What follows belongs to an exercise in optimizing a design on an open flow for small area and a short achievable clock period; a production flow would make more cautious choices. In this exercise RTL edits were held to simulation tests only and were not proved equivalent to the original. The clock port is modelled as an ideal driver; clocking choices that lean on that would not hold on a real chip. Power and IR drop assume default switching activity.

== yarrow ==
// benes_cfg_sequencer
module benes_cfg_sequencer
(
   input  logic                                              clk,
   input  logic                                              rst_n,
   input  logic                                              i_cfg_wr_en,
   input  logic [benes_cfg_sequencer_pkg::AW-1:0]            i_cfg_wr_idx,
   input  logic [benes_cfg_sequencer_pkg::SW-1:0]            i_cfg_wr_stage,
   input  logic [benes_cfg_sequencer_pkg::SWITCH_NUM-1:0]    i_cfg_wr_data,
   input  logic                                              i_cmd_valid,
   output logic                                              o_cmd_ready,
   input  logic [benes_cfg_sequencer_pkg::AW-1:0]            i_cmd_base,
   input  logic [benes_cfg_sequencer_pkg::AW:0]              i_cmd_len,
   input  logic                                              i_advance,
   input  logic                                              i_abort,
   output logic [benes_cfg_sequencer_pkg::CW-1:0]            o_switch_set,
   output logic                                              o_cfg_valid,
   output logic [benes_cfg_sequencer_pkg::AW-1:0]            o_cfg_idx,
   output logic                                              o_done,
   output logic                                              o_busy
);
  ...
==> flow/config.mk <==
export PLATFORM = sky130hd
export DESIGN_NAME = benes_cfg_sequencer
export DESIGN_NICKNAME = benes_cfg_sequencer
export VERILOG_FILES = /design/flow/design.v
export SDC_FILE = /design/flow/constraint.sdc
export NUM_CORES = 4
export LEC_CHECK = 0
export CAP_MARGIN = 20
export CORE_MARGIN = 2
export CORE_UTILIZATION = 60
export SLEW_MARGIN = 20
==> flow/constraint.sdc <==
create_clock -name core_clock -period 3.0 [get_ports {clk}]
set_input_delay 0.6000 -clock core_clock [delete_from_list [all_inputs] [get_ports {clk}]]
set_output_delay 0.6000 -clock core_clock [all_outputs]
set_load 0.01 [all_outputs]
standard.sh (not shown) runs the stock make flow with config.mk's settings and CLKGATE_MAP_FILE= SYNTH_SCRIPT=/design/flow/synth_recipe.tcl, a recipe that flattens the netlist after the stock synthesis.
==> flow/flow/run.sh <==
#!/bin/bash
# Own layout flow: the standard ORFS flow (standard.sh, its synthesis unchanged) with
#  - a clock tree built without dummy balancing loads, with larger sink clusters,
#  - the clock root buffer split into quadrant copies fed from the clock port (post_cts.tcl),
#    so every register's clock arrives through one fewer heavily loaded stage, and
#  - the setup repair margin applied only after CTS, once clock latencies are real.
# make's output goes to standard.log; each tool's full log is under orfs/logs/.
set -euo pipefail
here=$(cd "$(dirname "${BASH_SOURCE[0]}")" && pwd)
export OWN_FLOW_DIR=$here
export CTS_ARGS="-sink_clustering_enable -repair_clock_nets -dont_use_dummy_load -sink_clustering_size 30 -sink_clustering_max_diameter 60"
export SKIP_CTS_REPAIR_TIMING=1
export POST_CTS_TCL=$here/post_cts.tcl
export PRE_GLOBAL_ROUTE_TCL=$here/margin.tcl
bash standard.sh > standard.log 2>&1
==> flow/flow/margin.tcl <==
set ::env(SETUP_SLACK_MARGIN) 1.2
Other scripts of this flow, unchanged in this note and not shown: flow/flow/post_cts.tcl, flow/flow/split_root.tcl
Inputs modified between yarrow and tundra:
# yarrow
export LEC_CHECK = 0
export CAP_MARGIN = 20
export CORE_MARGIN = 2
export CORE_UTILIZATION = 60
export SLEW_MARGIN = 20
create_clock -name core_clock -period 3.0 [get_ports {clk}]
# tundra
export LEC_CHECK = 0
export CAP_MARGIN = 20
export CORE_MARGIN = 2
export CORE_UTILIZATION = 67
export SLEW_MARGIN = 20
create_clock -name core_clock -period 3.0 [get_ports {clk}]
==> flow/flow/margin.tcl <==
set ::env(SETUP_SLACK_MARGIN) 1.3
## What came out
yarrow → tundra: fraction of area in registers dropped 1.2 points, fraction of layout instances using a drive strength above 1 climbed 3.8 points, delay of the slowest cell on the worst path dropped 250 ps. tundra vs yarrow, critical path startpoint: i_cfg_wr_idx[0] vs rd_sel_q[76].
Changes in zinc relative to tundra:
diff --git a/flow/flow/run.sh b/flow/flow/run.sh
--- a/flow/flow/run.sh
+++ b/flow/flow/run.sh
@@ -9,5 +9,5 @@
 here=$(cd "$(dirname "${BASH_SOURCE[0]}")" && pwd)
 export OWN_FLOW_DIR=$here
-export CTS_ARGS="-sink_clustering_enable -repair_clock_nets -dont_use_dummy_load -sink_clustering_size 30 -sink_clustering_max_diameter 60"
+export CTS_ARGS="-sink_clustering_enable -repair_clock_nets -dont_use_dummy_load -sink_clustering_size 25 -sink_clustering_max_diameter 50"
 export SKIP_CTS_REPAIR_TIMING=1
 export POST_CTS_TCL=$here/post_cts.tcl
==> flow/flow/margin.tcl <==
set ::env(SETUP_SLACK_MARGIN) 1.2
Between zinc and tundra, final cycle utilization of the critical path is lower for tundra, zinc comes in above that. Against tundra, per-cell via count in the routed design in zinc fell slightly. Re initial antenna violation count: zinc and tundra aren't equal, and the lower value belongs to tundra. In terms of horizontal die dimension, zinc and tundra differ only marginally. i_cfg_wr_idx[0] as the source of the critical timing path was reported by tundra, and i_advance by zinc. zinc ended up with sky130_fd_sc_hd__clkdlybuf4s50_1 as its slowest library cell on the worst path; tundra ended up with sky130_fd_sc_hd__nor2_2. [diff] worst hold slack, zinc relative to tundra: regression.
Changes in juniper relative to zinc:
# zinc
export LEC_CHECK = 0
export CAP_MARGIN = 20
export CORE_MARGIN = 2
export CORE_UTILIZATION = 67
export SLEW_MARGIN = 20
create_clock -name core_clock -period 3.0 [get_ports {clk}]
# juniper
export LEC_CHECK = 0
export CAP_MARGIN = 10
export CORE_MARGIN = 2
export CORE_UTILIZATION = 60
export SLEW_MARGIN = 10
create_clock -name core_clock -period 3.0 [get_ports {clk}]
==> flow/flow/margin.tcl <==
set ::env(SETUP_SLACK_MARGIN) 1.3
==> comparison <==
Row measured slew at the worst slew-check pin: juniper higher / zinc lower
Of juniper and zinc, the run reporting the lower leakage power of the design was zinc.
Going from zinc to juniper, power density of the placed cells increased about 1.2%, clock period minus final worst setup slack decreased 29 ps, tap cell count increased about 10%, global-route usage decreased 0.52 points, final design utilization decreased 3.1 points.
Diff juniper and zinc: total number of vias lower in zinc
Sequential share of cell area, juniper and zinc, lower one = juniper.
Share of power burned in combinational logic, juniper and zinc, higher one = juniper.
Setup changes, juniper to willow
# juniper
export LEC_CHECK = 0
export CAP_MARGIN = 10
export CORE_MARGIN = 2
export CORE_UTILIZATION = 60
export SLEW_MARGIN = 10
create_clock -name core_clock -period 3.0 [get_ports {clk}]
# willow
export LEC_CHECK = 0
export CAP_MARGIN = 20
export CORE_MARGIN = 2
export CORE_UTILIZATION = 67
export SLEW_MARGIN = 20
create_clock -name core_clock -period 3.0 [get_ports {clk}]
### Flow results
Max-slew headroom at the worst pin, willow and juniper: lower on juniper
Per the comparison of willow with juniper, wire length of the first global-routing pass went down by 21 mm, core box area went down by about 10%.
When the final numbers for willow and juniper were put side by side, the met3 layer usage reported by global route turned out to be smaller in juniper.

* * *

== v24 ==
Starting RTL as in the previous note.
export LEC_CHECK = 0
export CAP_MARGIN = 20
export CORE_MARGIN = 2
export CORE_UTILIZATION = 60
export SLEW_MARGIN = 20
create_clock -name core_clock -period 3.0 [get_ports {clk}]
==> flow/flow/run.sh <==
#!/bin/bash
# Own layout flow: the standard ORFS flow (standard.sh, its synthesis unchanged) with
#  - a clock tree built without dummy balancing loads, with larger sink clusters,
#  - the clock root buffer split into quadrant copies fed from the clock port (post_cts.tcl),
#    so every register's clock arrives through one fewer heavily loaded stage, and
#  - the setup repair margin applied only after CTS, once clock latencies are real.
# make's output goes to standard.log; each tool's full log is under orfs/logs/.
set -euo pipefail
here=$(cd "$(dirname "${BASH_SOURCE[0]}")" && pwd)
export OWN_FLOW_DIR=$here
export CTS_ARGS="-sink_clustering_enable -repair_clock_nets -dont_use_dummy_load -sink_clustering_size 25 -sink_clustering_max_diameter 50"
export SKIP_CTS_REPAIR_TIMING=1
export POST_CTS_TCL=$here/post_cts.tcl
export PRE_GLOBAL_ROUTE_TCL=$here/margin.tcl
bash standard.sh > standard.log 2>&1
==> flow/flow/margin.tcl <==
set ::env(SETUP_SLACK_MARGIN) 1.1
Other scripts of this flow, unchanged in this note and not shown: flow/flow/post_cts.tcl, flow/flow/split_root.tcl
v24 finished every stage and its layout cleared the timing, design-rule and antenna checks.
[inputs] v40 vs v24
Settings: swapping 60 for 72 in CORE_UTILIZATION.
==> flow/flow/margin.tcl <==
set ::env(SETUP_SLACK_MARGIN) 1.2
Results
First-iteration DRC count for v40: about 22% up relative to v24
Relative to v24, via count increased by 2,357 in v40.
Going from v24 to v40, portion of total power attributed to the clock network saw a decrease, combinational share of power saw an increase, achievable frequency saw an increase, clock skew after layout saw a decrease, total power saw a decrease.
Starting density of the core: v40 > v24
[inputs] v22 vs v40
Settings: CORE_UTILIZATION now 67, was 72.
--- a/flow/flow/run.sh
+++ b/flow/flow/run.sh
@@ -10,3 +10,3 @@
 export OWN_FLOW_DIR=$here
-export CTS_ARGS="-sink_clustering_enable -repair_clock_nets -dont_use_dummy_load -sink_clustering_size 25 -sink_clustering_max_diameter 50"
+export CTS_ARGS="-sink_clustering_enable -repair_clock_nets -dont_use_dummy_load -sink_clustering_size 20 -sink_clustering_max_diameter 40"
 export SKIP_CTS_REPAIR_TIMING=1
==> flow/flow/margin.tcl <==
set ::env(SETUP_SLACK_MARGIN) 1.25
[summary]
Going from v40 to v22, clock-pin slew on the worst setup and hold paths essentially unchanged, final cell area excluding filler cells increased about 4.4%, proportion of cell area occupied by multi-input gates decreased 0.47 points.
Compared with v40, in v22 global-route wire length before repair grew by about 1.1%; combined global-route utilization of all metal layers shrank by 2.4 points.
In the reports for v22 and v40, the smaller power belongs to v40.
For v45, these inputs were changed with respect to v22:
--- a/flow/flow/run.sh
+++ b/flow/flow/run.sh
@@ -10,3 +10,3 @@
 export OWN_FLOW_DIR=$here
-export CTS_ARGS="-sink_clustering_enable -repair_clock_nets -dont_use_dummy_load -sink_clustering_size 20 -sink_clustering_max_diameter 40"
+export CTS_ARGS="-sink_clustering_enable -repair_clock_nets -dont_use_dummy_load -sink_clustering_size 25 -sink_clustering_max_diameter 50"
 export SKIP_CTS_REPAIR_TIMING=1
Notes after the runs:
Going from v22 to v45, met1 track demand over resource in global routing saw a decrease, sequential cell count saw little to no change, post-route standard cell area excluding fillers saw a decrease, relative contribution of combinational cells to total power saw little to no change. In v45, the met2 track demand over resource in global routing came out 1.1 points below the value in v22. rd_sel_q[49]$_DFF_PN0_ as the capturing instance or port of the critical path was reported by v22, and o_switch_set[47] by v45. According to the power report, total power for v45 is lower than for v22. u_ram.rd_data_q[47]$_DFF_PN0_ as the launch point of the worst path was reported by v45, and state_q[1]$_DFF_PN0_ by v22. The run with more routed wire is v22, not v45. For v45, the kind of critical path was flop to output pin, unlike v22, where it was flop to flop. Data arrival at the endpoint of the critical path for v45: 1210 ps down relative to v22. Sort v22 and v45 by fmax, descending, and v45 comes first. In the final design statistics, v45 uses fewer standard cells in total than v22.

* * *

build 63:
Starting RTL as in the previous note.
==> flow/config.mk <==
export PLATFORM = sky130hd
export DESIGN_NAME = benes_cfg_sequencer
export DESIGN_NICKNAME = benes_cfg_sequencer
export VERILOG_FILES = /design/flow/design.v
export SDC_FILE = /design/flow/constraint.sdc
export NUM_CORES = 4
export LEC_CHECK = 0
export CAP_MARGIN = 20
export CORE_MARGIN = 2
export CORE_UTILIZATION = 70
export SLEW_MARGIN = 20
==> flow/constraint.sdc <==
create_clock -name core_clock -period 3.0 [get_ports {clk}]
set_input_delay 0.6000 -clock core_clock [delete_from_list [all_inputs] [get_ports {clk}]]
set_output_delay 0.6000 -clock core_clock [all_outputs]
set_load 0.01 [all_outputs]
==> flow/flow/run.sh <==
#!/bin/bash
# Own layout flow: the standard ORFS flow (standard.sh, its synthesis unchanged) with
#  - a clock tree built without dummy balancing loads, with larger sink clusters,
#  - the clock root buffer split into quadrant copies fed from the clock port (post_cts.tcl),
#    so every register's clock arrives through one fewer heavily loaded stage, and
#  - the setup repair margin applied only after CTS, once clock latencies are real.
# make's output goes to standard.log; each tool's full log is under orfs/logs/.
set -euo pipefail
here=$(cd "$(dirname "${BASH_SOURCE[0]}")" && pwd)
export OWN_FLOW_DIR=$here
export CTS_ARGS="-sink_clustering_enable -repair_clock_nets -dont_use_dummy_load -sink_clustering_size 25 -sink_clustering_max_diameter 50"
export SKIP_CTS_REPAIR_TIMING=1
export POST_CTS_TCL=$here/post_cts.tcl
export PRE_GLOBAL_ROUTE_TCL=$here/margin.tcl
bash standard.sh > standard.log 2>&1
==> flow/flow/margin.tcl <==
set ::env(SETUP_SLACK_MARGIN) 1.25
Other scripts of this flow, unchanged in this note and not shown: flow/flow/post_cts.tcl, flow/flow/split_root.tcl
> inputs changed (build 63 -> build 19)
# build 63
export LEC_CHECK = 0
export CAP_MARGIN = 20
export CORE_MARGIN = 2
export CORE_UTILIZATION = 70
export SLEW_MARGIN = 20
create_clock -name core_clock -period 3.0 [get_ports {clk}]
# build 19
export LEC_CHECK = 0
export CAP_MARGIN = 0
export CORE_MARGIN = 2
export CORE_UTILIZATION = 67
export SLEW_MARGIN = 0
create_clock -name core_clock -period 3.0 [get_ports {clk}]
## What came out
- Having completed the whole flow, build 19 delivered a layout that passed the timing, design-rule and antenna checks.
- Of the two values seen for slowest stage cell on the critical path, sky130_fd_sc_hd__dfrtp_2 was produced by build 19 and sky130_fd_sc_hd__dfrtp_4 by build 63.
- The die area of build 19 is higher than that of build 63.
- Build 19 reports a higher final cell count than build 63 does.
- Looking only at fraction of power spent switching nets, and setting everything else aside, the lower value of build 63 and build 19 goes to build 19.
- Build 63 has lower share of total power in the clock network than build 19.
- In build 19 the number of global-route vias before repair turned out 0.31% higher than in build 63.
- Compared with build 63, in build 19 sequential share of layout area moved up; global-route total usage across every layer now sits lower.
Here is what was changed in the inputs of build 86 compared with build 19.
# build 19
export LEC_CHECK = 0
export CAP_MARGIN = 0
export CORE_MARGIN = 2
export CORE_UTILIZATION = 67
export SLEW_MARGIN = 0
create_clock -name core_clock -period 3.0 [get_ports {clk}]
# build 86
export LEC_CHECK = 0
export CAP_MARGIN = 20
export CORE_MARGIN = 2
export CORE_UTILIZATION = 60
export SLEW_MARGIN = 20
create_clock -name core_clock -period 3.0 [get_ports {clk}]
==> flow/flow/margin.tcl <==
set ::env(SETUP_SLACK_MARGIN) 1.2
Results
| number of antenna violations at the first check in global routing | higher: build 86 |. From build 19 to build 86 the numbers moved as follows: clock power share went up by 0.8 points, detail-routed net length per standard cell held steady. Going from build 19 to build 86, final cell area excluding filler cells went up by about 0.7%, area of combinational cells with multiple inputs went up by about 2.4%, clock period minus final worst setup slack went up by 42 ps, final worst-path setup slack went down by 42 ps, synthesized area was more or less identical. Of build 19 and build 86, the run reporting the higher first-pass GRT wire length was build 86. Diff build 19 -> build 86 | met3 track utilization from global routing | decrease of 1.7 points.

==> re-timing with driven ports <==
No port has a modelled driver above. Below, the same layouts with a new extraction and two added sets of constraints.
Step 1: set_driving_cell puts a clkbuf_16 on clk and a buf_2 on each other input, an assumption about the parent block.
Step 2 times the ports against the registers' clock, not the clock port: input delays grow and output delays shrink by t, the midpoint of the rising clock arrivals with the driver on.
a / b / c = ideal / step 1 / step 2; a / b = the first two.
run	t, ns	slack for setup (ns)	hold slack, ns	worst slew at a driven data input, ns
yarrow	0.732	1.133 / 1.015 / 0.551	0.330 / 0.175 / 0.479	0.15
tundra	0.728	1.192 / 1.037 / 0.563	0.325 / 0.169 / 0.473	0.13
zinc	0.734	1.158 / 1.016 / 0.501	0.312 / 0.162 / 0.471	0.13
juniper	0.762	1.187 / 1.016 / 0.609	0.300 / 0.144 / 0.469	0.16
willow	0.742	1.182 / 1.004 / 0.606	0.306 / 0.151 / 0.475	0.13
v24	0.754	1.032 / 0.932 / 0.437	0.310 / 0.158 / 0.468	0.14
v40	0.724	1.138 / 1.028 / 0.488	0.404 / 0.283 / 0.475	0.20
v22	0.820	1.073 / 0.958 / 0.416	0.255 / 0.105 / 0.471	0.13
v45	0.734	1.208 / 1.034 / 0.586	0.308 / 0.156 / 0.473	0.12
build 63	0.736	1.134 / 0.981 / 0.471	0.261 / 0.111 / 0.471	0.20
build 19	0.735	1.209 / 1.035 / 0.602	0.313 / 0.162 / 0.472	0.12
build 86	0.758	1.168 / 1.020 / 0.488	0.303 / 0.149 / 0.473	0.15
After both steps every run listed still meets setup and hold. The setup slack of build 86, which loses most, moves by -0.148 ns with the drivers and by -0.680 ns with both steps.
